Context: an optimization exercise on an open-source flow, tuned for small area. The choices shown serve that exercise and are no tape-out recipe. Where RTL was checked, it was by simulation tests only, not by an equivalence proof against the original. No functional check of the RTL was part of runs 6 and 7. No driver is modelled on the clock port, so clocking that relies on it looks cheaper here than on a real chip. Power and IR drop assume default switching activity.

`design/flow/config.mk`:
```
export PLATFORM = sky130hd
export DESIGN_NAME = broadcast_ring_buffer
export DESIGN_NICKNAME = broadcast_ring_buffer
export VERILOG_FILES = /design/flow/design.v
export SDC_FILE = /design/flow/constraint.sdc
export NUM_CORES = 4
export LEC_CHECK = 0
export CAP_MARGIN = 0
export CORE_MARGIN = 3
export CORE_UTILIZATION = 60
export GPL_TIMING_DRIVEN = 0
export PLACE_DENSITY = 0.75
export SETUP_SLACK_MARGIN = 0.25
export SLEW_MARGIN = 0
```
`design/flow/constraint.sdc`:
```
create_clock -name core_clock -period 5.0 [get_ports {clk}]
set_input_delay 1.0000 -clock core_clock [delete_from_list [all_inputs] [get_ports {clk}]]
set_output_delay 1.0000 -clock core_clock [all_outputs]
set_load 0.01 [all_outputs]
```
`design/flow/design.v`:
```
`default_nettype none
package brb_pkg;
  localparam int SLOTS_DEF     = 16;
  localparam int CONSUMERS_DEF = 8;
  localparam int DATA_W_DEF    = 16;
  localparam int CNT_W      = 16;
  localparam int CID_W      = 3;
  localparam int SLOTS_CW   = 5;
  localparam int CONS_CW    = 4;
  localparam int APB_AW     = 3;
  localparam int APB_DW     = 32;
  localparam logic [SLOTS_CW-1:0] SLOTS_RST = 5'd16;
  localparam logic [CONS_CW-1:0]  CONS_RST  = 4'd8;
  localparam logic OP_WRITE = 1'b0;
  localparam logic OP_READ  = 1'b1;
  localparam logic REG_SLOTS     = 1'b0;
  localparam logic REG_CONSUMERS = 1'b1;
  typedef enum logic [1:0] {
    ST_DONE        = 2'd0,
    ST_SLOT_BUSY   = 2'd1,
    ST_NOTHING_NEW = 2'd2,
    ST_BAD_ID      = 2'd3
  } status_t;
endpackage
`default_nettype wire
`default_nettype none
module broadcast_ring_buffer #(
  parameter int SLOTS      = brb_pkg::SLOTS_DEF,
  parameter int CONSUMERS  = brb_pkg::CONSUMERS_DEF,
  parameter int DATA_WIDTH = brb_pkg::DATA_W_DEF
) (
  input  wire logic                         clk,
  input  wire logic                         rst,
  input  wire logic                         psel,
  input  wire logic                         penable,
  input  wire logic                         pwrite,
  input  wire logic [brb_pkg::APB_AW-1:0]   paddr,
  input  wire logic [brb_pkg::APB_DW-1:0]   pwdata,
  output logic      [brb_pkg::APB_DW-1:0]   prdata,
  output logic                              pready,
  input  wire logic                         in_valid,
  output logic                              in_stall,
  input  wire logic                         opcode,
  input  wire logic [brb_pkg::CID_W-1:0]    consumer_id,
  input  wire logic [DATA_WIDTH-1:0]        data_in,
  output logic                              out_valid,
  input  wire logic                         out_stall,
  output brb_pkg::status_t                  status,
  output logic      [DATA_WIDTH-1:0]        data_out
);
  localparam int PW  = $clog2(SLOTS);
  localparam int PCW = $clog2(CONSUMERS + 1);
  localparam int CIW = (CONSUMERS > 1) ? $clog2(CONSUMERS) : 1;
  localparam int CW  = brb_pkg::CNT_W;
  logic [brb_pkg::SLOTS_CW-1:0] slots_in_use;
  logic [brb_pkg::CONS_CW-1:0]  consumers_in_use;
  logic [DATA_WIDTH-1:0] item_store [SLOTS];
  logic [PCW-1:0]        pending_readers [SLOTS];
  logic [PW-1:0]         write_pointer;
  logic [PW-1:0]         read_pointers [CONSUMERS];
  logic [CW-1:0]         produced_count;
  logic [CW-1:0]         consumed_counts [CONSUMERS];
  logic                  rd_ok;
  logic [PW-1:0]         rd_slot;
  assign pready = 1'b1;
  wire cfg_we = psel && penable && pwrite;
  always_ff @(posedge clk) begin
    if (rst) begin
      slots_in_use     <= brb_pkg::SLOTS_RST;
      consumers_in_use <= brb_pkg::CONS_RST;
    end else if (cfg_we) begin
      if (paddr[2] == brb_pkg::REG_SLOTS) slots_in_use     <= pwdata[brb_pkg::SLOTS_CW-1:0];
      else                                consumers_in_use <= pwdata[brb_pkg::CONS_CW-1:0];
    end
  end
  assign prdata = paddr[2] ? brb_pkg::APB_DW'(consumers_in_use)
                           : brb_pkg::APB_DW'(slots_in_use);
  logic [PW-1:0]  last_slot;
  logic [PCW-1:0] eff_cons;
  always_comb begin
    if (slots_in_use == '0)                  last_slot = '0;
    else if (32'(slots_in_use) > SLOTS)      last_slot = PW'(SLOTS - 1);
    else                                     last_slot = PW'(slots_in_use - 1'b1);
    if (consumers_in_use == '0)              eff_cons = PCW'(1);
    else if (32'(consumers_in_use) > CONSUMERS) eff_cons = PCW'(CONSUMERS);
    else                                     eff_cons = PCW'(consumers_in_use);
  end
  assign in_stall = out_valid && out_stall;
  wire accept = in_valid && !in_stall;
  logic [CONSUMERS-1:0] csel;      
  always_comb
    for (int k = 0; k < CONSUMERS; k++) csel[k] = (consumer_id == CIW'(k));
  logic [CONSUMERS*(PW+CW)-1:0] cons_flat;
  always_comb
    for (int k = 0; k < CONSUMERS; k++)
      cons_flat[k*(PW+CW) +: PW+CW] = {read_pointers[k], consumed_counts[k]};
  logic [PW-1:0] rp;
  logic [CW-1:0] cc;
  brb_onehot_mux #(.N(CONSUMERS), .W(PW+CW)) u_cons_mux (
    .sel(csel), .d(cons_flat), .y({rp, cc})
  );
  logic [SLOTS-1:0] wsel, rsel;
  always_comb
    for (int s = 0; s < SLOTS; s++) begin
      wsel[s] = (write_pointer == PW'(s));
      rsel[s] = (rp == PW'(s));
    end
  logic [SLOTS-1:0] nz;
  always_comb
    for (int s = 0; s < SLOTS; s++) nz[s] = (pending_readers[s] != '0);
  logic [SLOTS*PCW-1:0] pend_flat;
  always_comb
    for (int s = 0; s < SLOTS; s++) pend_flat[s*PCW +: PCW] = pending_readers[s];
  logic [PCW-1:0] pend;            
  brb_onehot_mux #(.N(SLOTS), .W(PCW)) u_pend_mux (
    .sel(rsel), .d(pend_flat), .y(pend)
  );
  wire busy   = |(nz & wsel);      
  wire avail  = |(nz & rsel);      
  wire bad_id = (32'(consumer_id) >= 32'(eff_cons));
  wire caught = (cc == produced_count);
  wire rd_go    = !bad_id && avail && !caught;
  wire do_write = accept && !opcode && !busy;
  wire do_read  = accept && opcode && rd_go;
  wire [PW-1:0] addr = opcode ? rp : write_pointer;
  brb_pkg::status_t status_next;
  always_comb begin
    if (!opcode)      status_next = busy ? brb_pkg::ST_SLOT_BUSY : brb_pkg::ST_DONE;
    else if (bad_id)  status_next = brb_pkg::ST_BAD_ID;
    else if (!rd_go)  status_next = brb_pkg::ST_NOTHING_NEW;
    else              status_next = brb_pkg::ST_DONE;
  end
  wire [PW-1:0]  addr_next = (addr >= last_slot) ? '0 : addr + 1'b1;
  wire [PCW-1:0] pend_next = opcode ? pend - 1'b1 : eff_cons;
  wire [CW-1:0]  cnt_next  = (opcode ? cc : produced_count) + 1'b1;
  always_ff @(posedge clk) begin
    for (int s = 0; s < SLOTS; s++)
      if (do_write && wsel[s]) item_store[s] <= data_in;
  end
  always_ff @(posedge clk) begin
    for (int s = 0; s < SLOTS; s++)
      if (rst || (do_write && wsel[s]) || (do_read && rsel[s])) pending_readers[s] <= rst ? '0 : pend_next;
    for (int k = 0; k < CONSUMERS; k++)
      if (rst || (do_read && csel[k])) begin
        read_pointers[k]   <= rst ? '0 : addr_next;
        consumed_counts[k] <= rst ? '0 : cnt_next;
      end
    if (rst || do_write) begin
      write_pointer  <= rst ? '0 : addr_next;
      produced_count <= rst ? '0 : cnt_next;
    end
  end
  always_ff @(posedge clk) begin
    if (rst) out_valid <= 1'b0;
    else     out_valid <= in_valid || in_stall;
  end
  always_ff @(posedge clk) begin
    if (accept) begin
      status  <= status_next;
      rd_ok   <= do_read;
      rd_slot <= addr;
    end
  end
  logic [SLOTS-1:0] osel;
  always_comb
    for (int s = 0; s < SLOTS; s++) osel[s] = rd_ok && (rd_slot == PW'(s));
  logic [SLOTS*DATA_WIDTH-1:0] items_flat;
  always_comb
    for (int s = 0; s < SLOTS; s++) items_flat[s*DATA_WIDTH +: DATA_WIDTH] = item_store[s];
  brb_onehot_mux #(.N(SLOTS), .W(DATA_WIDTH)) u_data_mux (
    .sel(osel), .d(items_flat), .y(data_out)
  );
endmodule
`default_nettype wire
`default_nettype none
module brb_onehot_mux #(
  parameter int N = 16,
  parameter int W = 16
) (
  input  wire logic [N-1:0]   sel,
  input  wire logic [N*W-1:0] d,
  output logic      [W-1:0]   y
);
  always_comb begin
    y = '0;
    for (int i = 0; i < N; i++) y = y | (d[i*W +: W] & {W{sel[i]}});
  end
endmodule
`default_nettype wire
```
`design/flow/flow/run.sh`:
```
#!/bin/bash
# Own layout flow for this design.
#  3. flat area re-mappings of the combinational logic (registers untouched)
#     with a few ABC scripts (flow/*.abc); the smallest netlist is kept.
#  4. the standard layout steps, with small port buffers, no floorplan
#     resizing of the synthesized netlist and no dummy clock-tree loads.
# Each tool's output goes to a log file in this folder.
set -euo pipefail
W=$(pwd)
R=$W/orfs/results/$FLOW_PLATFORM/broadcast_ring_buffer/base
LIB=$FLOW_HOME/platforms/$FLOW_PLATFORM/lib/sky130_fd_sc_hd__tt_025C_1v80.lib
HIER_SYNTH=1
REMAP=1
CTS_EXTRA=""
PORT_BUF=sky130_fd_sc_hd__buf_1
[ -f flow/knobs.sh ] && source flow/knobs.sh

regs() {  # sequential cell instances (type and name) of a netlist
  grep -E '^\s*sky130_fd_sc_hd__(df|edf|sdf|dl|sedf)[a-z]*_[0-9]+ ' "$1" | awk '{print $1, $2}' | sed -E 's/_[0-9]+ / /' | sort
}
area() {  # total cell area of a flat netlist
  sed -e "s|@LIB@|$LIB|g" -e "s|@IN@|$1|g" flow/area.ys > area_run.ys
  yosys -q -s area_run.ys -l "$2" > /dev/null 2>&1 || true
  grep "Chip area" "$2" | tail -1 | awk '{print $NF}'
}

bash standard.sh synth > synth_std.log 2>&1
cp $R/1_2_yosys.v $W/netlist_std.v
regs $W/netlist_std.v > regs_std.txt
BEST=$W/netlist_std.v
BEST_AREA=$(area $W/netlist_std.v area_std.log)
echo "standard synthesis: $BEST_AREA" > choice.log

if [ "$HIER_SYNTH" = 1 ]; then
  rm -rf $W/scripts_area
  cp -r $FLOW_HOME/scripts $W/scripts_area
  cp flow/area.abc $W/scripts_area/abc_speed.script
  rm -f $R/1_* $R/mem*.json
  if bash standard.sh SCRIPTS_DIR=$W/scripts_area SYNTH_HIERARCHICAL=1 synth > synth_area.log 2>&1; then
    cp $R/1_2_yosys.v $W/netlist_hier.v
    regs $W/netlist_hier.v > regs_hier.txt
    A=$(area $W/netlist_hier.v area_hier.log)
    echo "area synthesis: $A" >> choice.log
    if cmp -s regs_std.txt regs_hier.txt; then
      if awk "BEGIN{exit !($A < $BEST_AREA)}"; then BEST=$W/netlist_hier.v; BEST_AREA=$A; fi
    else
      echo "area synthesis registers differ; not used" >> choice.log
    fi
  else
    echo "area synthesis failed; not used" >> choice.log
  fi
fi

if [ "$REMAP" = 1 ]; then
  SRC=$BEST
  for SCR in area area_deep area_amap; do
    sed -e "s|@LIB@|$LIB|g" -e "s|@IN@|$SRC|g" -e "s|@OUT@|$W/netlist_$SCR.v|g" \
        -e "s|@SCR@|$W/flow/$SCR.abc|g" flow/remap.ys > remap_$SCR.ys
    if yosys -s remap_$SCR.ys > remap_$SCR.log 2>&1; then
      regs $W/netlist_$SCR.v > regs_$SCR.txt
      A=$(area $W/netlist_$SCR.v area_$SCR.log)
      echo "re-mapped ($SCR): $A" >> choice.log
      if cmp -s regs_std.txt regs_$SCR.txt && awk "BEGIN{exit !($A < $BEST_AREA)}"; then
        BEST=$W/netlist_$SCR.v; BEST_AREA=$A
      fi
    fi
  done
fi
echo "using $BEST ($BEST_AREA)" >> choice.log

# restore the standard synthesis results, then swap in the chosen netlist
rm -f $R/1_* $R/mem*.json
bash standard.sh synth > synth_std2.log 2>&1
cp $BEST $R/1_2_yosys.v
rm -f $R/1_synth.odb

export REMOVE_ABC_BUFFERS=1
export BUFFER_PORTS_ARGS="-buffer_cell $PORT_BUF"
export CTS_ARGS="-sink_clustering_enable -repair_clock_nets -dont_use_dummy_load $CTS_EXTRA"
bash standard.sh finish > layout.log 2>&1
```
`design/flow/flow/area.abc`:
```
&get -n
&st
&syn2
&dch -f
&nf -a -R 1000
&put
```
`design/flow/flow/area.ys`:
```
read_liberty -lib @LIB@
read_verilog @IN@
hierarchy -top broadcast_ring_buffer
stat -liberty @LIB@
```
`design/flow/flow/area_amap.abc`:
```
&get -n
&st
&deepsyn -T 30
&put
strash
dch -f
amap
topo
```
`design/flow/flow/area_deep.abc`:
```
&get -n
&st
&deepsyn -T 30
&dch -f
&nf -a -R 1000
&put
```
`design/flow/flow/knobs.sh`:
```
CTS_EXTRA="-buf_list sky130_fd_sc_hd__clkbuf_8 -sink_clustering_size 18 -sink_clustering_max_diameter 50"
```
`design/flow/flow/remap.ys`:
```
read_liberty -ignore_miss_func @LIB@
blackbox *__df* *__edf* *__sdf* *__dl* sky130_fd_sc_hd__conb_1
read_verilog -overwrite @IN@
hierarchy -top broadcast_ring_buffer
flatten
opt_clean -purge
abc -script @SCR@ -liberty @LIB@ -dont_use *probe* -dont_use *lpflow*
opt_clean -purge
hilomap -singleton -hicell sky130_fd_sc_hd__conb_1 HI -locell sky130_fd_sc_hd__conb_1 LO
splitnets
opt_clean -purge
stat -liberty @LIB@
write_verilog -noattr -nohex -nodec -selected @OUT@
```
`design/flow/standard.sh`:
```
#!/bin/bash
# synth_recipe.tcl (not shown) runs the flow's synth.tcl, then flattens the netlist and writes it again
# the make line also repeats each setting of config.mk as NAME=value (left out here)
make -C /OpenROAD-flow-scripts/flow DESIGN_CONFIG=/design/flow/config.mk WORK_HOME=/design/flow/orfs CLKGATE_MAP_FILE= SYNTH_SCRIPT=/design/flow/synth_recipe.tcl "${@:-finish}"
```
==> impl_metrics.yaml, run 1 <==
place:
  dp_hpwl_um: 30900
  pre_cts_ws_ns: -1.39
  gp_congestion: 0.943
  io_buffers: 57
cells_and_area:
  layout_commonest_cell: "edfxtp_1"
  final_cell_mix: "507 x edfxtp_1, 90 x a222oi_1, 73 x nor2_1"
  syn2layout_area_growth_pct: 12.3
  fin_nets: 1363
  drive_gt1_frac: 0.117
floorplanning:
  fp.dieH_um: 186
  io_pins: 115
  die_area_mm2: 0.0345
  num_rows: 65
  start_util: 0.612
  die_x_um: 186
  core_area_mm2: 0.0317
timing:
  worst_hold_slack_ns: 0.504
  setup_violations: 0
  hold_viol_final: 0
  maxSlewViolCount: 0
  max_slew_margin: 0.319
  period_share: 0.898
  fin_worst_skew_ns: 0.0744
  fmax_mhz: 223
  rsz0062_at_grt: "no"
  period_needed_ns: 4.49
  max_slew.worst_pin.slew_ns: 1.02
  worst_slack_ns: 0.512
critical_path:
  critPathBufInv: 3
  critPathKind: "input port to flop"
  critPathRequiredTime_ns: 5.29
  path_delay_family: "simple AND/OR/NAND/NOR gates"
  arrival_ns: 4.78
  worstSetupEndpointType: "flop"
  slowest_delay_ns: 0.29
  cpMaxStageDelayCell: "xor2_1"
  worst_setup_path_start_kind: "input port"
  cp_max_fo: 11
  crit_path_frequent_cell: "and3_1"
  crit_chain: "clkbuf_2 > clkinv_2 > nor3_4 > buf_6 > a22oi_1 > and4_1 > a21oi_2 > and3_1 > and3_1 > and3_1 > and3_1 > and3_1 > and3_1 > and2_1 > nor2b_1 > xor2_1 > o21ai_1"
routing:
  drc: 0
  routed_wirelength_um: 48100
  drtAntennaViolNets: 0
  wl_met3_um: 5050
  wl_met1_um: 18200
  routed.top_layer: "met4"
  vias: 12000
  wl_met2_um: 23300
  drtPass1Iterations: 6
  drt_iter0_drc: 1940
  vias_per_cell: 7.02
  wl_per_cell_um: 28.3
clock_network:
  cts_root_buf: "clkbuf_8"
  cts.htree.levels: 2
  cts.path.max_buffers: 3
  clkTransAtPathRegs_ns: 0.09
  cts_tree: "built"
  cts.sinks: 517
  clkLatencyLatePin_ns: 0.60
  cts_buffers: 38
power_and_ir_drop:
  ir_drop_mv: 0.308
  power.total_mw: 7.95
  p_leak_nw: 7.03
  p_per_area_mw_per_mm2: 365
synthesis:
  syn_inst: 1124
  syn_avg_cell_area_um2: 17.3
  syn_area_mm2: 0.0194
  synth_warnings: 8
worst_hold_path:
  hp-class: "flop to flop"
global_routing:
  grt_max_degree: 43
  grt_first_pass_wirelength_um: 71400
  grt_usage: 0.279
  antenna_found_initial: 0
  first_global_vias: 11700
  gr-total-overflow: 0
status:
  status: "finished clean"
job:
  max_cap_viol_count: 0
cell type report:
cell class | instances | area, µm²
antenna | 1 | 2.50
multi-input combinational | 626 | 4310
clock buffer | 38 | 523
inverter | 8 | 32.5
tap | 402 | 503
timing repair buffer | 110 | 983
fill | 2053 | 9930
sequential | 517 | 15400
flip-flops by register name, summed over array words and instances (netlist names), 4 cells and up:
name              count
slots_in_use          5
rd_slot               4
produced_count       16
consumed_counts     128
write_pointer         4
read_pointers        32
item_store          256
consumers_in_use      4
pending_readers      64
layer usage:
metal	global-route usage	up-vias
met3	0.0520	129
met5	0	-
li1	-	5119
met4	0.0998	0
met2	0.449	760
met1	0.389	5948
power by group:
part,internal [mW],switching [mW],total [mW]
logic,0.258,0.567,0.825
clock network,0.685,1.21,1.89
registers,5.11,0.129,5.23
total,6.05,1.90,7.95
what timing repair did:
item,CTS,global route
resized for setup,34,6
hold endpoints to repair,0,0
gates cloned,0,1
hold buffers,0,0
pin swaps,3,1
setup buffers,7,0
setup endpoints to repair,328,310
worst register-to-register path, stage by stage, from the launching register on:
cell,delay [ns]
edfxtp_1,0.61
nand2b_1,0.49
o21ai_0,0.20
nor3_1,0.20
nor4_1,0.08
nor3_1,0.22
and2_0,0.28
nand2_1,0.21
nor3_2,0.81
buf_6,0.25
buf_6,0.15
final timing paths:
check	from	to	slack, ns	cells after the start
max	consumer_id[1]	consumed_counts[6][15]	0.51	17
max reg2reg	write_pointer[1]	item_store[0][0]	1.19	10
min reg2reg	slots_in_use[4]	slots_in_use[4]	0.50	2
min	slots_in_use[4]	slots_in_use[4]	0.50	2
per-stage QoR:
step | util | std cells | cell area [µm²] | setup TNS [ns]
floorplan | - | 1150 | 19500 | -144.07
global placement | 0.637 | 1609 | 20200 | -1365.27
detailed placement | 0.664 | 1655 | 21100 | -326.12
CTS | 0.686 | 1700 | 21800 | 0
global route | 0.687 | 1701 | 21800 | 0
finish | 0.687 | 1702 | 21800 | 0
==> inputs of run 2 (changes only) <==
--- a/design/flow/flow/run.sh
+++ b/design/flow/flow/run.sh
@@ -13,6 +13,9 @@
 REMAP=1
 CTS_EXTRA=""
 PORT_BUF=sky130_fd_sc_hd__buf_1
+REMAP_SCRIPTS="area area_deep area_amap"
+FORCE_SCRIPT=""
+TIE_SHARE=0
 [ -f flow/knobs.sh ] && source flow/knobs.sh
 
 regs() {  # sequential cell instances (type and name) of a netlist
@@ -53,19 +56,23 @@
 
 if [ "$REMAP" = 1 ]; then
   SRC=$BEST
-  for SCR in area area_deep area_amap; do
+  for SCR in $REMAP_SCRIPTS; do
+    ABCX=""
+    case $SCR in *_sz) printf 'set_driving_cell sky130_fd_sc_hd__buf_1\nset_load 5\n' > abc_sz.constr; ABCX="-constr $W/abc_sz.constr -D 4000";; esac
     sed -e "s|@LIB@|$LIB|g" -e "s|@IN@|$SRC|g" -e "s|@OUT@|$W/netlist_$SCR.v|g" \
-        -e "s|@SCR@|$W/flow/$SCR.abc|g" flow/remap.ys > remap_$SCR.ys
+        -e "s|@SCR@|$W/flow/$SCR.abc|g" -e "s|@ABCX@|$ABCX|g" flow/remap.ys > remap_$SCR.ys
     if yosys -s remap_$SCR.ys > remap_$SCR.log 2>&1; then
       regs $W/netlist_$SCR.v > regs_$SCR.txt
       A=$(area $W/netlist_$SCR.v area_$SCR.log)
       echo "re-mapped ($SCR): $A" >> choice.log
-      if cmp -s regs_std.txt regs_$SCR.txt && awk "BEGIN{exit !($A < $BEST_AREA)}"; then
-        BEST=$W/netlist_$SCR.v; BEST_AREA=$A
+      if cmp -s regs_std.txt regs_$SCR.txt; then
+        if [ "$SCR" = "$FORCE_SCRIPT" ]; then FORCED=$W/netlist_$SCR.v; FORCED_AREA=$A; fi
+        if awk "BEGIN{exit !($A < $BEST_AREA)}"; then BEST=$W/netlist_$SCR.v; BEST_AREA=$A; fi
       fi
     fi
   done
 fi
+if [ -n "${FORCED:-}" ]; then BEST=$FORCED; BEST_AREA=$FORCED_AREA; fi
 echo "using $BEST ($BEST_AREA)" >> choice.log
 
 # restore the standard synthesis results, then swap in the chosen netlist
@@ -75,6 +82,7 @@
 rm -f $R/1_synth.odb
 
 export REMOVE_ABC_BUFFERS=1
+if [ "$TIE_SHARE" = 1 ]; then export SKIP_REPAIR_TIE_FANOUT=1; fi
 export BUFFER_PORTS_ARGS="-buffer_cell $PORT_BUF"
 export CTS_ARGS="-sink_clustering_enable -repair_clock_nets -dont_use_dummy_load $CTS_EXTRA"
 bash standard.sh finish > layout.log 2>&1
==> design/flow/flow/area_deep_sz.abc (new file) <==
&get -n
&st
&deepsyn -T 30
&dch -f
&nf -a -R 1000
&put
topo
stime -c
buffer -c
upsize -c
dnsize -c
stime -c
==> design/flow/flow/knobs.sh (replaced) <==
CTS_EXTRA="-buf_list sky130_fd_sc_hd__clkbuf_8 -sink_clustering_size 18 -sink_clustering_max_diameter 50"
TIE_SHARE=1
--- a/design/flow/flow/remap.ys
+++ b/design/flow/flow/remap.ys
@@ -4,7 +4,7 @@
 hierarchy -top broadcast_ring_buffer
 flatten
 opt_clean -purge
-abc -script @SCR@ -liberty @LIB@ -dont_use *probe* -dont_use *lpflow*
+abc -script @SCR@ @ABCX@ -liberty @LIB@ -dont_use *probe* -dont_use *lpflow*
 opt_clean -purge
 hilomap -singleton -hicell sky130_fd_sc_hd__conb_1 HI -locell sky130_fd_sc_hd__conb_1 LO
 splitnets
--- a/design/flow/config.mk
+++ b/design/flow/config.mk
@@ -10,5 +10,5 @@
 export CORE_UTILIZATION = 60
 export GPL_TIMING_DRIVEN = 0
 export PLACE_DENSITY = 0.75
-export SETUP_SLACK_MARGIN = 0.25
+export SETUP_SLACK_MARGIN = 0.15
 export SLEW_MARGIN = 0
==> impl_metrics.yaml, run 2 <==
status:
  status: "finished clean"
critical_path:
  crit_chain: "clkbuf_2 > clkinvlp_4 > nor3_4 > buf_4 > buf_4 > a222oi_1 > and3_1 > or2_0 > nor2_1 > a222oi_1 > nand3_1 > nor3_2 > nand4_1 > nand3_1 > nor2b_4 > buf_8 > a211o_1"
  cpMaxStageDelayCell: "a222oi_1"
  worst_setup_path_start_kind: "input port"
  worstSetupPathDepth: 17
  critPathKind: "input port to flop"
  slowest_delay_ns: 0.38
  critPathBufInv: 5
  arrival_ns: 4.89
  reg2reg_depth: 9
  path_delay_family: "simple AND/OR/NAND/NOR gates"
  cp_max_fo: 16
  worstSetupEndpointType: "flop"
  critPathRequiredTime_ns: 5.25
power_and_ir_drop:
  seqPwrFrac: 0.656
  power.total_mw: 7.99
  p_clk_frac: 0.240
  switchingPower_mw: 1.92
  ir_drop_mv: 0.326
  p_per_area_mw_per_mm2: 368
  switching_share: 0.240
  p_leak_nw: 6.97
  cell_internal_pwr_mw: 6.07
  comb_power_share: 0.104
routing:
  vias: 11900
  vias_per_cell: 7.08
  wl_met1_um: 18200
  routed.top_layer: "met4"
  wl_met2_um: 23700
  drt_iter0_drc: 1732
  wl_met3_um: 5140
  drc: 0
  routed_wirelength_um: 48500
  drtAntennaViolNets: 0
  drtPass1Iterations: 7
  wl_per_cell_um: 28.9
cells_and_area:
  seq_area_mm2: 0.0154
  antenna_cells_inserted: 0
  drive_gt1_frac: 0.125
  multi_input_area_mm2: 0.00422
  fin_nets: 1341
  final_cells: 1679
  syn2layout_area_growth_pct: 12.0
  reg.largest.list: "item_store (256), consumed_counts (128), pending_readers (64)"
  largest_reg_flops: 256
  fillers: 2089
  largest_register: "item_store"
  final_cell_mix: "507 x edfxtp_1, 90 x a222oi_1, 73 x nor2_1"
  layout_commonest_cell: "edfxtp_1"
place:
  gp_congestion: 0.932
  io_buffers: 57
  place_inst: 1627
  dp_hpwl_um: 30700
synthesis:
  synth_warnings: 8
  syn_avg_cell_area_um2: 17.3
  syn_inst: 1124
  syn_area_mm2: 0.0194
clock_network:
  cts.htree.levels: 2
  cts.path.max_buffers: 3
  clkTransAtPathRegs_ns: 0.08
  cts.sinks: 517
  cts_root_buf: "clkbuf_8"
  cts_tree: "built"
  cts_buffers: 39
  clkLatencyLatePin_ns: 0.57
timing:
  max_slew_margin: 0.260
  fin_worst_skew_ns: 0.0587
  fmax_mhz: 216
  max_slew.worst_pin.slew_ns: 1.10
  period_needed_ns: 4.64
  maxSlewViolCount: 0
  rsz0062_at_grt: "no"
  setup_tns_ns: 0
  hold_viol_final: 0
  setup_violations: 0
  period_share: 0.927
floorplanning:
  start_util: 0.612
  core_area_mm2: 0.0317
  fp.dieH_um: 186
  die_x_um: 186
  io_pins: 115
  num_rows: 65
  die_area_mm2: 0.0345
global_routing:
  antenna_found_initial: 0
  grt_usage: 0.281
  grt_max_degree: 43
  grt_first_pass_wirelength_um: 71800
  gr-total-overflow: 0
  first_global_vias: 11700
job:
  max_cap_viol_count: 0
worst_hold_path:
  hold_path_depth: 2
  hp-class: "flop to flop"
==> run 2: layout make-up <==
cell class / count / area share
inverters: 8 / 0.00161
multi-input cells: 599 / 0.194
well taps: 402 / 0.0232
clock buffers: 39 / 0.0247
flip-flops and latches: 517 / 0.710
repair buffers: 114 / 0.0464
==> run 2: timing repair <==
item,in CTS,in global routing
endpoints found under the setup margin,270,298
pin swaps,3,0
buffers inserted,13,0
resized for setup,30,12
hold buffers,0,0
==> run 2: routing by layer <==
metal  GRT usage  vias to the layer above
met5           0                        -
met4      0.0956                        0
met3      0.0465                      123
met2       0.463                      791
met1       0.389                     5870
li1            -                     5108
==> run 2: path summary, 6_finish.rpt <==
| check | from | to | slack [ns] |
|---|---|---|---|
| hold / removal | slots_in_use[4] | slots_in_use[4] | 0.51 |
| setup reg to reg | write_pointer[1] | pending_readers[14][0] | 1.20 |
| hold reg to reg | slots_in_use[4] | slots_in_use[4] | 0.51 |
| setup / recovery | consumer_id[1] | pending_readers[11][0] | 0.36 |
==> run 2: per-stage QoR <==
stage / util / worst slack [ns] / hold WS [ns] / area, µm²
after detailed placement: 0.660 / -1.30 / 0.494 / 20900
after global placement: 0.634 / -4.06 / 0.480 / 20100
after CTS: 0.684 / 0.0880 / 0.507 / 21700
final: 0.685 / 0.364 / 0.505 / 21700
after global routing: 0.685 / 0.184 / 0.549 / 21700
after floorplan: - / -0.736 / 0.447 / 19400
==> run 2: power by group through the flow <==
| stage | Clock (mW) | Combinational (mW) | Sequential [mW] |
|---|---|---|---|
| finish | 1.92 | 0.830 | 5.24 |
| global route | 2.08 | 0.894 | 5.26 |
| CTS | 1.93 | 0.810 | 5.23 |
| detailed placement | 0 | 0.786 | 5.33 |
| global placement | 0 | 0.710 | 5.32 |
| floorplan | 0 | 0.451 | 5.28 |
==> run 2: tightest hold or removal path, delay by kind of cell (launching register included) <==
family	cells	cell delay, ns
buf+inv	1	0.06
compound gates	1	0.05
flops	1	0.35
==> inputs of run 3 (changes only) <==
==> design/flow/flow/knobs.sh (replaced) <==
CTS_EXTRA="-buf_list sky130_fd_sc_hd__clkbuf_8 -sink_clustering_size 18 -sink_clustering_max_diameter 50"
TIE_SHARE=1
export RECOVER_POWER=100
==> impl_metrics.yaml, run 3 <==
global_routing:
  grt_max_degree: 43
  grt_usage: 0.281
  antenna_found_initial: 0
  grt_first_pass_wirelength_um: 71800
  first_global_vias: 11700
  gr-total-overflow: 0
floorplanning:
  fp.dieH_um: 186
  num_rows: 65
  die_area_mm2: 0.0345
  io_pins: 115
  die_x_um: 186
  start_util: 0.612
  core_area_mm2: 0.0317
timing:
  period_share: 0.945
  fin_worst_skew_ns: 0.0652
  max_slew.worst_pin.slew_ns: 2.56
  max_slew_margin: -0.711
  setup_violations: 0
  period_needed_ns: 4.72
  worst_slack_ns: 0.276
  maxSlewViolCount: 82
  rsz0062_at_grt: "no"
  worst_hold_slack_ns: 0.507
  hold_viol_final: 0
  fmax_mhz: 212
critical_path:
  reg2reg_depth: 9
  regToRegEndpoint: "pending_readers[3][0]"
  cp_max_fo: 16
  critPathRequiredTime_ns: 5.22
  worst_setup_path_start_kind: "input port"
  critPathKind: "input port to flop"
  ff2ff_setup_slack_ns: 0.28
  worstSetupEndpointType: "flop"
  r2r-start: "write_pointer[1]"
  arrival_ns: 4.94
routing:
  drc: 0
  routed_wirelength_um: 48700
  wl_per_cell_um: 29.0
  drt_iter0_drc: 1832
  drtPass1Iterations: 6
  vias: 12000
  drtAntennaViolNets: 0
  vias_per_cell: 7.13
power_and_ir_drop:
  cell_internal_pwr_mw: 6.06
  switchingPower_mw: 1.91
  seqPwrFrac: 0.658
  ir_drop_mv: 0.327
  p_per_area_mw_per_mm2: 373
  p_leak_nw: 6.80
  p_clk_frac: 0.241
  switching_share: 0.240
  comb_power_share: 0.101
clock_network:
  cts_root_buf: "clkbuf_8"
  cts_buffers: 39
  clkTransAtPathRegs_ns: 0.08
  cts.htree.levels: 2
  cts.path.max_buffers: 3
  cts_tree: "built"
  hold_buffers: 0
  cts.sinks: 517
  clkLatencyLatePin_ns: 0.59
status:
  violations: "capacitance limit, slew limit"
  status: "failed layout checks"
cells_and_area:
  multi_input_area_mm2: 0.00414
  fin_nets: 1341
  final_cells: 1679
  antenna_cells_inserted: 0
  final_cell_mix: "507 x edfxtp_1, 90 x a222oi_1, 87 x nor2_1"
  layout_commonest_cell: "edfxtp_1"
  seq_area_mm2: 0.0154
  drive_gt1_frac: 0.0901
  fillers: 2152
  finish.utilization: 0.673
  syn2layout_area_growth_pct: 10.0
  reg.largest.list: "item_store (256), consumed_counts (128), pending_readers (64)"
  largest_reg_flops: 256
  final_area_mm2: 0.0214
  largest_register: "item_store"
place:
  dp_hpwl_um: 30700
  dpl-instance-area_mm2: 0.0209
  place_inst: 1627
  io_buffers: 57
  gp_congestion: 0.932
  pre_cts_ws_ns: -1.30
worst_hold_path:
  hp-start: "slots_in_use[4]"
  holdPathEnd: "slots_in_use[4]"
  hold_path_depth: 2
  hp-class: "flop to flop"
synthesis:
  syn_avg_cell_area_um2: 17.3
  syn_area_mm2: 0.0194
  syn_inst: 1124
  synth_warnings: 8
job:
  max_cap_viol_count: 4
-- run 3: changes by cell type in the layout (fill, tap and decap cells not counted), moves of 2 or more --
cell | before | now
buf_1 | 52 | 35
buf_6 | 15 | 9
nor3_2 | 10 | 5
nor3_1 | 23 | 28
clkbuf_1 | 0 | 40
buf_8 | 20 | 12
buf_16 | 7 | 1
nor2_2 | 24 | 11
o21ai_2 | 3 | 1
nor2_1 | 73 | 87
-- run 3: how the worst max path moves through the flow --
stage / start / end / slack (ns) / cells past startpoint
finish: consumer_id[1] / pending_readers[12][1] / 0.28 / 18
detailed placement: consumer_id[1] / consumed_counts[7][4] / -1.30 / 15
global route: consumer_id[1] / pending_readers[7][3] / 0.10 / 16
CTS: consumer_id[0] / consumed_counts[1][15] / 0.09 / 15
global placement: consumer_id[2] / consumed_counts[7][4] / -4.06 / 14
floorplan: consumer_id[1] / consumed_counts[0][0] / -0.74 / 15
-- run 3: area by class of cell --
cell class,count,area share
Sequential cell,517,0.722
Inverter,8,0.00164
Tap cell,402,0.0236
Timing Repair Buffer,114,0.0332
Multi-Input combinational cell,599,0.194
Clock buffer,39,0.0251
-- run 3: power groups by stage --
stage                     combinational [mW]  sequential (mW)  clock, mW
after floorplan                        0.451             5.28          0
after global placement                 0.710             5.32          0
after detailed placement               0.786             5.33          0
after CTS                              0.810             5.23       1.93
after global routing                   0.872             5.26       2.08
final                                  0.808             5.24       1.92
-- run 3: through the flow --
step	power [mW]	TNS [ns]
3_5_place_dp	6.12	-295.67
3_3_place_gp	6.03	-1363.05
4_1_cts	7.98	0
5_1_grt	8.22	0
2_1_floorplan	5.73	-144.07
6_report	7.97	0
-- run 3: layer usage --
metal | routed length [µm] | up-vias | global-route usage
li1 | - | 5103 | -
met1 | 18000 | 5882 | 0.389
met2 | 23800 | 841 | 0.463
met3 | 5360 | 137 | 0.0465
met4 | 1530 | 0 | 0.0956
met5 | 0 | - | 0
-- run 3: repair_timing --
item,4_1_cts,5_1_grt
endpoints found under the setup margin,270,298
buffers inserted,13,0
pin swaps,3,0
gates resized for setup,30,12
-- run 3: critical path, cell delays in order --
cell and delay, ns:
clkbuf_2 0.21, clkinvlp_4 0.24, nor3_4 0.24, clkbuf_1 0.18, buf_4 0.23, a222oi_1 0.13, and3_1 0.25, or2_0 0.27
nor2_1 0.46, a22o_1 0.23, a221oi_1 0.07, nand3_1 0.12, nor2_1 0.09, nand4_1 0.10, nand3_1 0.17, nor2b_4 0.44
buf_8 0.24, a211o_1 0.25
==> inputs of run 4 (changes only) <==
==> design/flow/flow/knobs.sh (replaced) <==
CTS_EXTRA="-buf_list sky130_fd_sc_hd__clkbuf_4 -sink_clustering_size 10 -sink_clustering_max_diameter 35"
TIE_SHARE=1
==> impl_metrics.yaml, run 4 <==
clock_network:
  cts.htree.levels: 3
  hold_buffers: 0
  cts.path.max_buffers: 3
  cts_tree: "built"
  clkLatencyLatePin_ns: 0.73
  cts_buffers: 72
  clkTransAtPathRegs_ns: 0.07
  cts.sinks: 517
  cts_root_buf: "clkbuf_4"
global_routing:
  grt_max_degree: 43
  grt_usage: 0.283
  use_met2: 0.461
  gr-total-overflow: 0
  grt_first_pass_wirelength_um: 72000
  antenna_found_initial: 2
  met3_usage: 0.0592
  busiest_layer: "met2"
  first_global_vias: 11900
  use_met1: 0.388
timing:
  setup_violations: 0
  worst_slack_ns: 0.360
  worst_hold_slack_ns: 0.504
  period_share: 0.928
  maxSlewViolCount: 0
  fin_worst_skew_ns: 0.141
  fmax_mhz: 216
  hold_viol_final: 0
  max_slew.worst_pin.slew_ns: 1.08
  period_needed_ns: 4.64
  rsz0062_at_grt: "no"
  max_slew_margin: 0.275
synthesis:
  syn_avg_cell_area_um2: 17.3
  synth_warnings: 8
  syn_area_mm2: 0.0194
  syn_inst: 1124
critical_path:
  arrival_ns: 5.03
  worstSetupEndpointType: "flop"
  worst_setup_path_start_kind: "input port"
  reg2reg_depth: 13
  cp_max_fo: 21
  critPathRequiredTime_ns: 5.39
  critPathLaunch: "consumer_id[2]"
  crit_chain: "buf_1 > inv_2 > and3_4 > a22o_1 > a221oi_1 > and3_1 > or2_0 > nor2_1 > a222oi_1 > nand3_1 > nor3_1 > nand4_1 > nand3_1 > nor2b_4 > buf_8 > a211o_1"
  crit_path_frequent_cell: "nand3_1"
  r2r-start: "read_pointers[2][2]"
  slowest_delay_ns: 0.47
  cpMaxStageDelayCell: "nor3_1"
  critPathKind: "input port to flop"
cells_and_area:
  layout_commonest_cell: "edfxtp_1"
  syn2layout_area_growth_pct: 11.7
  fin_nets: 1370
  largest_register: "item_store"
  reg.largest.list: "item_store (256), consumed_counts (128), pending_readers (64)"
  largest_reg_flops: 256
  final_cell_mix: "507 x edfxtp_1, 90 x a222oi_1, 73 x nor2_1"
  fillers: 2132
  drive_gt1_frac: 0.140
power_and_ir_drop:
  p_leak_nw: 6.99
  p_per_area_mw_per_mm2: 369
  ir_drop_mv: 0.263
  power.total_mw: 7.99
floorplanning:
  num_rows: 65
  core_area_mm2: 0.0317
  die_x_um: 186
  start_util: 0.612
  fp.dieH_um: 186
  die_area_mm2: 0.0345
  io_pins: 115
routing:
  drtAntennaViolNets: 0
  wl_per_cell_um: 28.5
  drtPass1Iterations: 6
  routed_wirelength_um: 48700
  drc: 0
  vias: 12100
  vias_per_cell: 7.08
  drt_iter0_drc: 1836
place:
  pre_cts_ws_ns: -1.30
  io_buffers: 57
  dp_hpwl_um: 30700
  gp_congestion: 0.932
job:
  max_cap_viol_count: 0
worst_hold_path:
  hp-class: "flop to flop"
  hp-start: "slots_in_use[4]"
  hold_path_depth: 2
status:
  status: "finished clean"
[run 4: cell count changes in the layout (fill, tap and decap cells not counted), moves of 6 or more]
cell / previous run / this run
nor2_2: 11 / 24
clkbuf_1: 40 / 0
clkbuf_8: 39 / 0
buf_6: 9 / 15
buf_8: 12 / 20
nor2_1: 87 / 73
buf_16: 1 / 7
buf_1: 35 / 54
clkbuf_4: 0 / 72
[run 4: worst max-delay path: cells and delay by family]
family | cells | cell delay [ns]
AO/OA/AOI/OAI | 4 | 1.27
AND/OR/NAND/NOR | 9 | 2.09
buffers and inverters | 3 | 0.64
[run 4: area by class of cell]
cell class                      instances  area [µm²]  share of cell area
Sequential cell                       517       15400               0.711
Multi-Input combinational cell        599        4200               0.194
Timing Repair Buffer                  110         975              0.0450
Clock buffer                           72         541              0.0249
Tap cell                              402         503              0.0232
Inverter                                8        30.0             0.00139
Antenna cell                            3        7.51            0.000346
[run 4: per-stage QoR]
stage,std cells,area [µm²],TNS (ns),util
2_1_floorplan,1124,19400,-144.07,-
3_3_place_gp,1583,20100,-1363.05,0.634
3_5_place_dp,1627,20900,-295.67,0.660
4_1_cts,1702,21600,0,0.681
5_1_grt,1711,21700,0,0.684
6_report,1711,21700,0,0.684
[run 4: routing by layer]
layer  vias up  part of all wire
li1       5200                 -
met4         0             0.030
met1      5968              0.37
met2       825              0.49
met3       121              0.11
met5         -                 0
[run 4: what timing repair did]
action                     in CTS  in global routing
gates resized for setup        28                  9
setup buffers                   3                  6
setup endpoints to repair     253                289
cloned                          0                  0
pin swaps                       1                  2
[run 4: final timing paths]
path / slack, ns / endpoint
setup / recovery: 0.36 / pending_readers[0][0]
hold / removal: 0.50 / slots_in_use[4]
setup reg to reg: 1.10 / pending_readers[0][0]
hold reg to reg: 0.50 / slots_in_use[4]
[run 4: where the power goes]
group / switching [mW] / internal (mW) / total (mW)
Combinational: 0.568 / 0.255 / 0.823
Clock: 1.27 / 0.663 / 1.93
Sequential: 0.132 / 5.11 / 5.24
==> inputs of run 5 (changes only) <==
--- a/design/flow/flow/run.sh
+++ b/design/flow/flow/run.sh
@@ -16,6 +16,7 @@
 REMAP_SCRIPTS="area area_deep area_amap"
 FORCE_SCRIPT=""
 TIE_SHARE=0
+UPSIZE_MIN_FANOUT=""
 [ -f flow/knobs.sh ] && source flow/knobs.sh
 
 regs() {  # sequential cell instances (type and name) of a netlist
@@ -83,6 +84,10 @@
 
 export REMOVE_ABC_BUFFERS=1
 if [ "$TIE_SHARE" = 1 ]; then export SKIP_REPAIR_TIE_FANOUT=1; fi
+if [ -n "$UPSIZE_MIN_FANOUT" ]; then
+  export FLOW_UPSIZE_MIN_FANOUT=$UPSIZE_MIN_FANOUT
+  export PRE_RESIZE_TCL=$W/flow/upsize.tcl
+fi
 export BUFFER_PORTS_ARGS="-buffer_cell $PORT_BUF"
 export CTS_ARGS="-sink_clustering_enable -repair_clock_nets -dont_use_dummy_load $CTS_EXTRA"
 bash standard.sh finish > layout.log 2>&1
==> design/flow/flow/knobs.sh (replaced) <==
CTS_EXTRA="-buf_list sky130_fd_sc_hd__clkbuf_4 -sink_clustering_size 10 -sink_clustering_max_diameter 35"
TIE_SHARE=1
UPSIZE_MIN_FANOUT=12
==> design/flow/flow/upsize.tcl (new file) <==
# PRE_RESIZE hook: before repair_design, give combinational drivers of
# high-fanout nets a stronger size of the same cell (_4, else _2), which fixes
# their slew more cheaply than the buffers repair_design would add.
proc my_upsize_weak_drivers { min_fanout } {
  set block [ord::get_db_block]
  set n 0
  foreach net [$block getNets] {
    if {[$net getSigType] ne "SIGNAL"} continue
    set loads 0
    set drv ""
    foreach it [$net getITerms] {
      if {[$it isOutputSignal]} { set drv $it } elseif {[$it isInputSignal]} { incr loads }
    }
    if {$drv eq "" || $loads < $min_fanout} continue
    set inst [$drv getInst]
    set m [[$inst getMaster] getName]
    if {![regexp {^(sky130_fd_sc_hd__[a-z0-9]+)_(0|1|2)$} $m -> base sz]} continue
    if {[string match "*df*" $base] || [string match "*conb*" $base]} continue
    foreach try {4 2} {
      set nm [[ord::get_db] findMaster ${base}_$try]
      if {$nm ne "NULL" && $try > $sz} {
        $inst swapMaster $nm
        incr n
        break
      }
    }
  }
  puts "my_upsize_weak_drivers: upsized $n drivers"
}
my_upsize_weak_drivers $::env(FLOW_UPSIZE_MIN_FANOUT)
==> impl_metrics.yaml, run 5 <==
cells_and_area:
  largest_reg_flops: 256
  syn2layout_area_growth_pct: 10.2
  final_area_mm2: 0.0214
  drive_gt1_frac: 0.134
  final_cell_mix: "507 x edfxtp_1, 90 x a222oi_1, 73 x nor2_1"
  layout_commonest_cell: "edfxtp_1"
  fin_nets: 1335
  finish.utilization: 0.674
  reg.largest.list: "item_store (256), consumed_counts (128), pending_readers (64)"
  largest_register: "item_store"
critical_path:
  slowest_delay_ns: 0.48
  cp_max_fo: 21
  critPathKind: "input port to flop"
  crit_chain: "buf_2 > clkinv_2 > and3_4 > a22o_1 > a221oi_1 > and3_1 > or2_0 > nor2_1 > a222oi_1 > nand3_1 > nor3_1 > nand4_1 > nand3_2 > nor2b_2 > a211o_1"
  arrival_ns: 5.02
  cpMaxStageDelayCell: "nor3_1"
  worst_setup_path_start_kind: "input port"
  critPathRequiredTime_ns: 5.39
  worstSetupEndpointType: "flop"
timing:
  period_needed_ns: 4.62
  max_slew.worst_pin.slew_ns: 1.38
  maxSlewViolCount: 0
  fin_worst_skew_ns: 0.144
  setup_tns_ns: 0
  max_slew_margin: 0.0768
  fmax_mhz: 216
  hold_viol_final: 0
  setup_violations: 0
  worst_hold_slack_ns: 0.514
  period_share: 0.924
  rsz0062_at_grt: "no"
power_and_ir_drop:
  switchingPower_mw: 2.00
  switching_share: 0.250
  comb_power_share: 0.104
  seqPwrFrac: 0.655
  ir_drop_mv: 0.236
  p_per_area_mw_per_mm2: 374
  p_clk_frac: 0.241
  p_leak_nw: 6.80
  cell_internal_pwr_mw: 6.00
global_routing:
  first_global_vias: 11800
  gr-total-overflow: 0
  antenna_found_initial: 1
  grt_usage: 0.284
  grt_first_pass_wirelength_um: 72100
  grt_max_degree: 52
clock_network:
  cts_tree: "built"
  cts.path.max_buffers: 3
  hold_buffers: 0
  cts.sinks: 517
  cts_root_buf: "clkbuf_4"
  cts.htree.levels: 3
  clkTransAtPathRegs_ns: 0.08
  clkLatencyLatePin_ns: 0.77
  cts_buffers: 71
floorplanning:
  start_util: 0.612
  die_area_mm2: 0.0345
  die_x_um: 186
  num_rows: 65
  fp.dieH_um: 186
  core_area_mm2: 0.0317
  io_pins: 115
routing:
  drtPass1Iterations: 8
  routed_wirelength_um: 48800
  drtAntennaViolNets: 0
  vias: 12000
  drc: 0
  wl_per_cell_um: 29.1
  vias_per_cell: 7.17
  drt_iter0_drc: 2016
place:
  gp_congestion: 0.932
  dpl-instance-area_mm2: 0.0206
  io_buffers: 57
  dp_hpwl_um: 26800
status:
  status: "finished clean"
worst_hold_path:
  hp-class: "flop to flop"
synthesis:
  syn_avg_cell_area_um2: 17.3
  syn_area_mm2: 0.0194
  syn_inst: 1124
  synth_warnings: 8
job:
  max_cap_viol_count: 0
run 5: final cells by class:
cell class | count | area (µm²)
Antenna cell | 1 | 2.50
Clock buffer | 71 | 533
Fill cell | 2135 | 10300
Inverter | 8 | 32.5
Multi-Input combinational cell | 605 | 4470
Sequential cell | 517 | 15400
Tap cell | 402 | 503
Timing Repair Buffer | 70 | 414
run 5: power groups by stage:
stage	Clock, mW	Sequential [mW]	Combinational [mW]
after detailed placement	0	5.34	0.792
final	1.93	5.24	0.831
after floorplan	0	5.28	0.451
after global routing	2.12	5.27	0.894
after global placement	0	5.32	0.710
after CTS	1.94	5.24	0.818
run 5: what timing repair did:
item,in CTS,in global routing
setup endpoints to repair,307,159
pin swaps,4,0
gates cloned,6,0
buffers inserted,13,0
resized for setup,7,3
run 5: worst paths after layout:
| check | slack [ns] | cells past startpoint | end | start |
|---|---|---|---|---|
| max reg2reg | 0.51 | 9 | pending_readers[4][3] | write_pointer[1] |
| min reg2reg | 0.51 | 2 | slots_in_use[4] | slots_in_use[4] |
| max | 0.38 | 15 | pending_readers[11][0] | consumer_id[2] |
| min | 0.51 | 2 | slots_in_use[4] | slots_in_use[4] |
run 5: metrics by stage:
step           power, mW  setup WS (ns)  std cells
5_1_grt             8.28          0.232       1674
2_1_floorplan       5.73         -0.736       1124
6_report            8.00          0.378       1674
3_3_place_gp        6.03          -4.06       1583
3_5_place_dp        6.13          -1.27       1583
4_1_cts             8.00          0.336       1673
run 5: per-layer routing:
layer | part of all wire | track usage | vias up
met4 | 0.032 | 0.100 | 0
met2 | 0.48 | 0.453 | 792
li1 | - | - | 5142
met1 | 0.38 | 0.396 | 5933
met5 | 0 | 0 | -
met3 | 0.11 | 0.0600 | 129
run 5: critical path: cells and delay by family:
family | cells | cell delay, ns
and+or+nand+nor | 9 | 2.26
AOI/OAI and AO/OA | 4 | 1.25
buffers and inverters | 2 | 0.51
==> inputs of run 6 (changes only) <==
--- a/design/flow/design.v
+++ b/design/flow/design.v
@@ -158,7 +158,7 @@
     if (accept) begin
       status  <= status_next;
       rd_ok   <= do_read;
-      rd_slot <= addr;
+      rd_slot <= rp;
     end
   end
   logic [SLOTS-1:0] osel;
--- a/design/flow/flow/run.sh
+++ b/design/flow/flow/run.sh
@@ -17,6 +17,7 @@
 FORCE_SCRIPT=""
 TIE_SHARE=0
 UPSIZE_MIN_FANOUT=""
+RECOVER=""
 [ -f flow/knobs.sh ] && source flow/knobs.sh
 
 regs() {  # sequential cell instances (type and name) of a netlist
@@ -88,6 +89,10 @@
   export FLOW_UPSIZE_MIN_FANOUT=$UPSIZE_MIN_FANOUT
   export PRE_RESIZE_TCL=$W/flow/upsize.tcl
 fi
+if [ -n "$RECOVER" ]; then
+  export FLOW_RECOVER=$RECOVER
+  export POST_CTS_TCL=$W/flow/recover.tcl
+fi
 export BUFFER_PORTS_ARGS="-buffer_cell $PORT_BUF"
 export CTS_ARGS="-sink_clustering_enable -repair_clock_nets -dont_use_dummy_load $CTS_EXTRA"
 bash standard.sh finish > layout.log 2>&1
==> design/flow/flow/recover.tcl (new file) <==
# POST_CTS hook: downsize gates that have timing slack to spare (area
# recovery); the global-route stage's repair_design and repair_timing then fix
# any slew, capacitance or setup violation this leaves, with route parasitics.
estimate_parasitics -placement
repair_timing -recover_power $::env(FLOW_RECOVER) -verbose
repair_design -slew_margin 0 -cap_margin 0 -verbose
detailed_placement
estimate_parasitics -placement
report_design_area
==> impl_metrics.yaml, run 6 <==
global_routing:
  use_met2: 0.448
  grt_first_pass_wirelength_um: 72100
  use_met1: 0.393
  busiest_layer: "met2"
  grt_max_degree: 55
  antenna_found_initial: 1
  first_global_vias: 11900
  met3_usage: 0.0575
  gr-total-overflow: 0
  grt_usage: 0.284
routing:
  drt_iter0_drc: 1765
  drtAntennaViolNets: 0
  vias: 12100
  routed_wirelength_um: 48900
  wl_per_cell_um: 28.9
  vias_per_cell: 7.15
  drtPass1Iterations: 9
  drc: 0
synthesis:
  syn_inst: 1136
  synth_warnings: 8
  syn_avg_cell_area_um2: 17.1
  syn_area_mm2: 0.0194
place:
  io_buffers: 57
  dp_hpwl_um: 26300
  dpl-instance-area_mm2: 0.0207
  gp_congestion: 0.968
floorplanning:
  fp.dieH_um: 186
  die_area_mm2: 0.0346
  num_rows: 65
  start_util: 0.613
  die_x_um: 186
  io_pins: 115
  core_area_mm2: 0.0317
critical_path:
  critPathRequiredTime_ns: 5.42
  cp_max_fo: 12
  worstSetupEndpointType: "flop"
  arrival_ns: 5.21
  worst_setup_path_start_kind: "input port"
  r2r-start: "write_pointer[1]"
  critPathKind: "input port to flop"
  critPathLaunch: "consumer_id[2]"
power_and_ir_drop:
  p_per_area_mw_per_mm2: 377
  ir_drop_mv: 0.355
  p_leak_nw: 6.81
  power.total_mw: 8.07
cells_and_area:
  drive_gt1_frac: 0.133
  reg.largest.list: "item_store (256), consumed_counts (128), pending_readers (64)"
  largest_register: "item_store"
  fin_nets: 1349
  final_cell_mix: "507 x edfxtp_1, 83 x a222oi_1, 74 x nor2_1"
  final_area_mm2: 0.0214
  syn2layout_area_growth_pct: 10.2
  layout_commonest_cell: "edfxtp_1"
  largest_reg_flops: 256
clock_network:
  cts_tree: "built"
  clkTransAtPathRegs_ns: 0.09
  clkLatencyLatePin_ns: 0.73
  cts.sinks: 517
timing:
  max_slew.worst_pin.slew_ns: 1.40
  fmax_mhz: 209
  maxSlewViolCount: 0
  setup_violations: 0
  rsz0062_at_grt: "yes"
  hold_viol_final: 0
  period_share: 0.957
  fin_worst_skew_ns: 0.0700
  period_needed_ns: 4.79
  max_slew_margin: 0.0603
worst_hold_path:
  hp-start: "slots_in_use[4]"
  hp-class: "flop to flop"
job:
  max_cap_viol_count: 0
status:
  status: "finished clean"
## run 6: per-stage QoR
stage	hold WS (ns)	worst slack (ns)	TNS, ns	utilization	instances
after global placement	0.477	-4.12	-1404.81	0.635	1595
final	0.505	0.215	0	0.675	1689
after floorplan	0.447	-0.606	-112.27	-	1136
after detailed placement	0.490	-1.20	-333.73	0.652	1595
after global routing	0.523	0.145	0	0.675	1689
## run 6: routing by layer
| layer | wire length, µm | share of wire |
|---|---|---|
| met1 | 18800 | 0.39 |
| met2 | 23000 | 0.47 |
| met3 | 5420 | 0.11 |
| met4 | 1600 | 0.033 |
| met5 | 0 | 0 |
## run 6: cell type report
type | count | area [µm²]
multi-input combinational | 614 | 4490
inverter | 10 | 40.0
fill | 2123 | 10300
timing repair buffer | 72 | 404
clock buffer | 72 | 541
sequential | 517 | 15400
antenna | 2 | 5.00
tap | 402 | 503
## run 6: worst max-delay path, cell delays in order
cell      delay, ns
buf_2          0.26
clkinv_2       0.27
nor3_2         1.08
a222oi_1       0.24
and3_1         0.31
xnor2_1        0.14
nor4_1         0.40
nand4_1        0.25
o211ai_1       0.52
nor2b_2        0.27
a211o_1        0.43
## run 6: final timing paths
kind	to	slack, ns	cells after the start
max reg2reg	pending_readers[0][2]	0.39	9
max	pending_readers[9][3]	0.21	11
min	slots_in_use[4]	0.51	2
min reg2reg	slots_in_use[4]	0.51	2
## run 6: report_power, final
group / internal [mW] / switching (mW)
clock: 0.664 / 1.30
sequential: 5.11 / 0.135
combinational: 0.244 / 0.615
total: 6.02 / 2.05
==> inputs of run 7 (changes only) <==
--- a/design/flow/config.mk
+++ b/design/flow/config.mk
@@ -7,8 +7,8 @@
 export LEC_CHECK = 0
 export CAP_MARGIN = 0
 export CORE_MARGIN = 3
-export CORE_UTILIZATION = 60
+export CORE_UTILIZATION = 70
 export GPL_TIMING_DRIVEN = 0
-export PLACE_DENSITY = 0.75
+export PLACE_DENSITY = 0.85
 export SETUP_SLACK_MARGIN = 0.15
 export SLEW_MARGIN = 0
==> impl_metrics.yaml, run 7 <==
timing:
  max_slew.worst_pin.slew_ns: 1.27
  period_needed_ns: 4.77
  fmax_mhz: 210
  hold_viol_final: 0
  worst_hold_slack_ns: 0.485
  rsz0062_at_grt: "no"
  setup_violations: 0
  fin_worst_skew_ns: 0.0755
  period_share: 0.954
  setup_tns_ns: 0
  maxSlewViolCount: 0
  max_slew_margin: 0.145
routing:
  wl_per_cell_um: 29.5
  drt_iter0_drc: 2490
  drtAntennaViolNets: 0
  drtPass1Iterations: 6
  drc: 0
  vias: 12600
  vias_per_cell: 7.60
  routed_wirelength_um: 48900
job:
  max_cap_viol_count: 0
critical_path:
  arrival_ns: 5.09
  worst_setup_path_start_kind: "input port"
  cp_max_fo: 21
  critPathRequiredTime_ns: 5.32
  crit_chain: "buf_2 > clkinv_2 > and3_4 > a222oi_1 > and4_1 > nand2_1 > nor2_1 > a22o_1 > a221oi_1 > nand3_1 > nor2_2 > nand4_1 > o211ai_1 > buf_4 > nor2b_4 > a21o_4"
  cpMaxStageDelayCell: "a21o_4"
  critPathKind: "input port to flop"
  slowest_delay_ns: 0.44
  worstSetupEndpointType: "flop"
cells_and_area:
  drive_gt1_frac: 0.133
  final_cells: 1657
  final_cell_mix: "507 x edfxtp_1, 83 x a222oi_1, 74 x nor2_1"
  reg.largest.list: "item_store (256), consumed_counts (128), pending_readers (64)"
  largest_reg_flops: 256
  fin_nets: 1348
  layout_commonest_cell: "edfxtp_1"
  syn2layout_area_growth_pct: 10.0
  largest_register: "item_store"
  final_area_mm2: 0.0214
place:
  dp_hpwl_um: 26700
  dpl-instance-area_mm2: 0.0206
  io_buffers: 57
  gp_congestion: 0.958
  place_inst: 1565
floorplanning:
  start_util: 0.717
  die_x_um: 173
  num_rows: 60
  core_area_mm2: 0.0271
  io_pins: 115
  fp.dieH_um: 173
  die_area_mm2: 0.0298
global_routing:
  antenna_found_initial: 2
  grt_max_degree: 55
  grt_usage: 0.324
  gr-total-overflow: 0
  grt_first_pass_wirelength_um: 72500
  first_global_vias: 12500
power_and_ir_drop:
  ir_drop_mv: 0.280
  p_leak_nw: 6.81
  power.total_mw: 8.02
  p_per_area_mw_per_mm2: 375
worst_hold_path:
  hp-class: "flop to flop"
synthesis:
  syn_inst: 1136
  syn_area_mm2: 0.0194
  synth_warnings: 8
  syn_avg_cell_area_um2: 17.1
clock_network:
  clkLatencyLatePin_ns: 0.73
  cts_tree: "built"
  cts.sinks: 517
  clkTransAtPathRegs_ns: 0.07
status:
  status: "finished clean"
-- run 7: critical path: cells and delay by family --
family / cells / cell delay, ns
and+or+nand+nor: 8 / 2.12
buffers and inverters: 3 / 0.71
AOI/OAI and AO/OA: 5 / 1.23
-- run 7: stage by stage --
step / util / setup slack (ns)
after global routing: 0.789 / 0.108
final: 0.789 / 0.232
after global placement: 0.742 / -3.93
after detailed placement: 0.762 / -1.24
after floorplan: - / -0.606
-- run 7: area by class of cell --
cell class	instances	area, µm²
sequential	517	15400
tap	372	465
antenna	1	2.50
fill	1416	5720
clock buffer	69	518
inverter	10	41.3
timing repair buffer	73	424
multi-input combinational	615	4500
-- run 7: path summary, 6_finish.rpt --
check | from | endpoint | cells after the start | slack (ns)
setup reg to reg | write_pointer[1] | pending_readers[8][3] | 9 | 0.36
setup / recovery | consumer_id[1] | consumed_counts[5][2] | 16 | 0.23
hold / removal | slots_in_use[4] | slots_in_use[4] | 2 | 0.48
hold reg to reg | slots_in_use[4] | slots_in_use[4] | 2 | 0.48
-- run 7: per-layer routing --
metal,wire length [µm],global-route usage
met2,23300,0.508
met5,0,0
met4,2330,0.152
met3,6780,0.0705
met1,16500,0.445
-- run 7: where the power goes --
part / switching, mW / leakage (nW) / total, mW / internal, mW
clock network: 1.25 / 0.317 / 1.88 / 0.638
logic: 0.629 / 1.55 / 0.882 / 0.252
registers: 0.144 / 4.95 / 5.26 / 5.11
==> inputs of run 8 (changes only) <==
--- a/design/flow/design.v
+++ b/design/flow/design.v
@@ -158,7 +158,7 @@
     if (accept) begin
       status  <= status_next;
       rd_ok   <= do_read;
-      rd_slot <= rp;
+      rd_slot <= addr;
     end
   end
   logic [SLOTS-1:0] osel;
--- a/design/flow/flow/run.sh
+++ b/design/flow/flow/run.sh
@@ -17,7 +17,6 @@
 FORCE_SCRIPT=""
 TIE_SHARE=0
 UPSIZE_MIN_FANOUT=""
-RECOVER=""
 [ -f flow/knobs.sh ] && source flow/knobs.sh
 
 regs() {  # sequential cell instances (type and name) of a netlist
@@ -89,10 +88,6 @@
   export FLOW_UPSIZE_MIN_FANOUT=$UPSIZE_MIN_FANOUT
   export PRE_RESIZE_TCL=$W/flow/upsize.tcl
 fi
-if [ -n "$RECOVER" ]; then
-  export FLOW_RECOVER=$RECOVER
-  export POST_CTS_TCL=$W/flow/recover.tcl
-fi
 export BUFFER_PORTS_ARGS="-buffer_cell $PORT_BUF"
 export CTS_ARGS="-sink_clustering_enable -repair_clock_nets -dont_use_dummy_load $CTS_EXTRA"
 bash standard.sh finish > layout.log 2>&1
==> design/flow/flow/upsize.tcl (replaced) <==
# PRE_RESIZE hook: before repair_design, give combinational drivers of
# high-fanout nets a stronger size of the same cell, which fixes their slew
# more cheaply than the buffers repair_design would add: first the _2 size,
# then, for drivers whose output still violates max slew or capacitance, _4.
proc my_swap_size { inst sizes } {
  set m [[$inst getMaster] getName]
  if {![regexp {^(sky130_fd_sc_hd__[a-z0-9]+)_([0-9]+)$} $m -> base sz]} { return 0 }
  if {[string match "*df*" $base] || [string match "*conb*" $base] || [string match "*clkbuf*" $base]} { return 0 }
  foreach try $sizes {
    set nm [[ord::get_db] findMaster ${base}_$try]
    if {$nm ne "NULL" && $try > $sz} { $inst swapMaster $nm; return 1 }
  }
  return 0
}
proc my_upsize_weak_drivers { min_fanout } {
  set block [ord::get_db_block]
  set n 0
  foreach net [$block getNets] {
    if {[$net getSigType] ne "SIGNAL"} continue
    set loads 0
    set drv ""
    foreach it [$net getITerms] {
      if {[$it isOutputSignal]} { set drv $it } elseif {[$it isInputSignal]} { incr loads }
    }
    if {$drv eq "" || $loads < $min_fanout} continue
    if {![regexp {_(0|1)$} [[[$drv getInst] getMaster] getName]]} continue
    incr n [my_swap_size [$drv getInst] {2 4}]
  }
  puts "my_upsize_weak_drivers: upsized $n drivers"
  estimate_parasitics -placement
  with_output_to_variable rpt { report_check_types -max_slew -max_capacitance -violators }
  set m 0
  set seen {}
  foreach line [split $rpt "\n"] {
    if {![regexp {^\s*(\S+)/(\w+)\s.*VIOLATED} $line -> iname pname]} continue
    if {[lsearch -exact $seen $iname] >= 0} continue
    set inst [$block findInst $iname]
    if {$inst eq "NULL"} continue
    set it [$inst findITerm $pname]
    if {$it eq "NULL" || ![$it isOutputSignal]} continue
    lappend seen $iname
    incr m [my_swap_size $inst {4 8}]
  }
  puts "my_upsize_weak_drivers: upsized $m still-violating drivers further"
}
my_upsize_weak_drivers $::env(FLOW_UPSIZE_MIN_FANOUT)
==> design/flow/config.mk (replaced) <==
export PLATFORM = sky130hd
export DESIGN_NAME = broadcast_ring_buffer
export DESIGN_NICKNAME = broadcast_ring_buffer
export VERILOG_FILES = /design/flow/design.v
export SDC_FILE = /design/flow/constraint.sdc
export NUM_CORES = 4
export LEC_CHECK = 0
export CAP_MARGIN = 10
export CORE_MARGIN = 3
export CORE_UTILIZATION = 60
export GPL_TIMING_DRIVEN = 0
export PLACE_DENSITY = 0.75
export SETUP_SLACK_MARGIN = 0.15
export SLEW_MARGIN = 0
removed: design/flow/flow/recover.tcl
==> impl_metrics.yaml, run 8 <==
power_and_ir_drop:
  p_per_area_mw_per_mm2: 376
  p_leak_nw: 6.85
  ir_drop_mv: 0.228
timing:
  setup_violations: 0
  maxSlewViolCount: 0
  max_slew.worst_pin.slew_ns: 1.31
  hold_viol_final: 0
  period_share: 0.944
  max_slew_margin: 0.124
  worst_slack_ns: 0.279
  fin_worst_skew_ns: 0.0752
  period_needed_ns: 4.72
  setup_tns_ns: 0
  fmax_mhz: 212
  rsz0062_at_grt: "no"
global_routing:
  grt_usage: 0.289
  grt_first_pass_wirelength_um: 73000
  gr-total-overflow: 0
  first_global_vias: 12000
  grt_max_degree: 52
  antenna_found_initial: 1
cells_and_area:
  seq_area_mm2: 0.0154
  finish.utilization: 0.674
  multi_input_area_mm2: 0.00435
  largest_register: "item_store"
  largest_reg_flops: 256
  final_cells: 1686
  syn2layout_area_growth_pct: 10.2
  fillers: 2168
  reg.largest.list: "item_store (256), consumed_counts (128), pending_readers (64)"
  final_cell_mix: "507 x edfxtp_1, 90 x a222oi_1, 75 x clkbuf_4"
  layout_commonest_cell: "edfxtp_1"
  fin_nets: 1347
  drive_gt1_frac: 0.142
clock_network:
  cts.path.max_buffers: 3
  cts.htree.levels: 3
  cts_tree: "built"
  clkLatencyLatePin_ns: 0.76
  cts_buffers: 75
  cts.sinks: 517
  clkTransAtPathRegs_ns: 0.07
  hold_buffers: 0
  cts_root_buf: "clkbuf_4"
status:
  status: "finished clean"
place:
  gp_congestion: 0.932
  pre_cts_ws_ns: -1.57
  io_buffers: 57
  place_inst: 1589
  dp_hpwl_um: 27400
critical_path:
  critPathKind: "input port to flop"
  r2r-start: "write_pointer[1]"
  cp_max_fo: 21
  critPathRequiredTime_ns: 5.44
  arrival_ns: 5.16
  critPathLaunch: "consumer_id[2]"
  ff2ff_setup_slack_ns: 0.73
  regToRegEndpoint: "pending_readers[11][1]"
  worst_setup_path_start_kind: "input port"
  crit_end: "pending_readers[2][0]"
  reg2reg_depth: 9
  worstSetupEndpointType: "flop"
synthesis:
  synth_warnings: 8
  syn_inst: 1124
  syn_avg_cell_area_um2: 17.3
  syn_area_mm2: 0.0194
floorplanning:
  die_area_mm2: 0.0345
  die_x_um: 186
  core_area_mm2: 0.0317
  num_rows: 65
  io_pins: 115
  fp.dieH_um: 186
  start_util: 0.612
job:
  max_cap_viol_count: 0
routing:
  drc: 0
  drtPass1Iterations: 10
  routed_wirelength_um: 49400
  vias_per_cell: 7.21
  vias: 12200
  drt_iter0_drc: 1873
  drtAntennaViolNets: 0
  wl_per_cell_um: 29.3
worst_hold_path:
  hp-class: "flop to flop"
-- run 8: repair_timing --
item                       in CTS  in global routing
pin swaps                       4                  2
setup endpoints to repair     284                 83
resized for setup              20                  4
buffers inserted               10                  3
cloned                          6                  1
-- run 8: how the worst min path moves through the flow --
stage | from | endpoint | slack (ns) | cells after the start
after floorplan | slots_in_use[4] | slots_in_use[4] | 0.45 | 2
after global placement | slots_in_use[4] | slots_in_use[4] | 0.48 | 2
after detailed placement | slots_in_use[4] | slots_in_use[4] | 0.49 | 2
after CTS | in_valid | out_valid | 0.46 | 3
after global routing | pwdata[3] | slots_in_use[3] | 0.49 | 2
final | slots_in_use[4] | slots_in_use[4] | 0.50 | 2
-- run 8: layer usage --
| metal | global-route usage | wire, µm |
|---|---|---|
| met1 | 0.396 | 18400 |
| met2 | 0.455 | 23500 |
| met3 | 0.0616 | 5660 |
| met4 | 0.128 | 1780 |
| met5 | 0 | 0 |
-- run 8: layout make-up --
class,count,share of cell area
Antenna cell,1,0.000117
Clock buffer,75,0.0263
Inverter,8,0.00152
Multi-Input combinational cell,606,0.203
Sequential cell,517,0.721
Tap cell,402,0.0235
Timing Repair Buffer,77,0.0239
-- run 8: report_power, final --
part / switching [mW] / internal (mW)
clock network: 1.29 / 0.690
registers: 0.137 / 5.11
logic: 0.581 / 0.232
-- run 8: worst max-delay path: stages --
cell and delay, ns:
buf_2 0.26, clkinv_2 0.27, and3_4 0.35, a22o_1 0.21, a221oi_1 0.19, and3_1 0.28, or2_0 0.25, nor2_1 0.17
a222oi_1 0.46, nand3_1 0.14, nor3_1 0.48, nand4_1 0.16, nand3_1 0.29, nor2b_2 0.22, a211o_1 0.41
-- run 8: stage by stage --
step | power [mW] | hold WS, ns | instance area [µm²]
3_5_place_dp | 6.09 | 0.491 | 20500
4_1_cts | 8.03 | 0.458 | 21300
3_3_place_gp | 6.03 | 0.480 | 20100
2_1_floorplan | 5.73 | 0.447 | 19400
5_1_grt | 8.31 | 0.493 | 21400
6_report | 8.04 | 0.495 | 21400

Re-timed with assumed drivers on the ports (clkbuf_16 on the clock, buf_2 on other inputs), run 8 has 0.306 ns of setup slack against 0.279 ns with ideal ports, and -0.466 ns once port delays also move by the mid clock arrival of 0.772 ns.
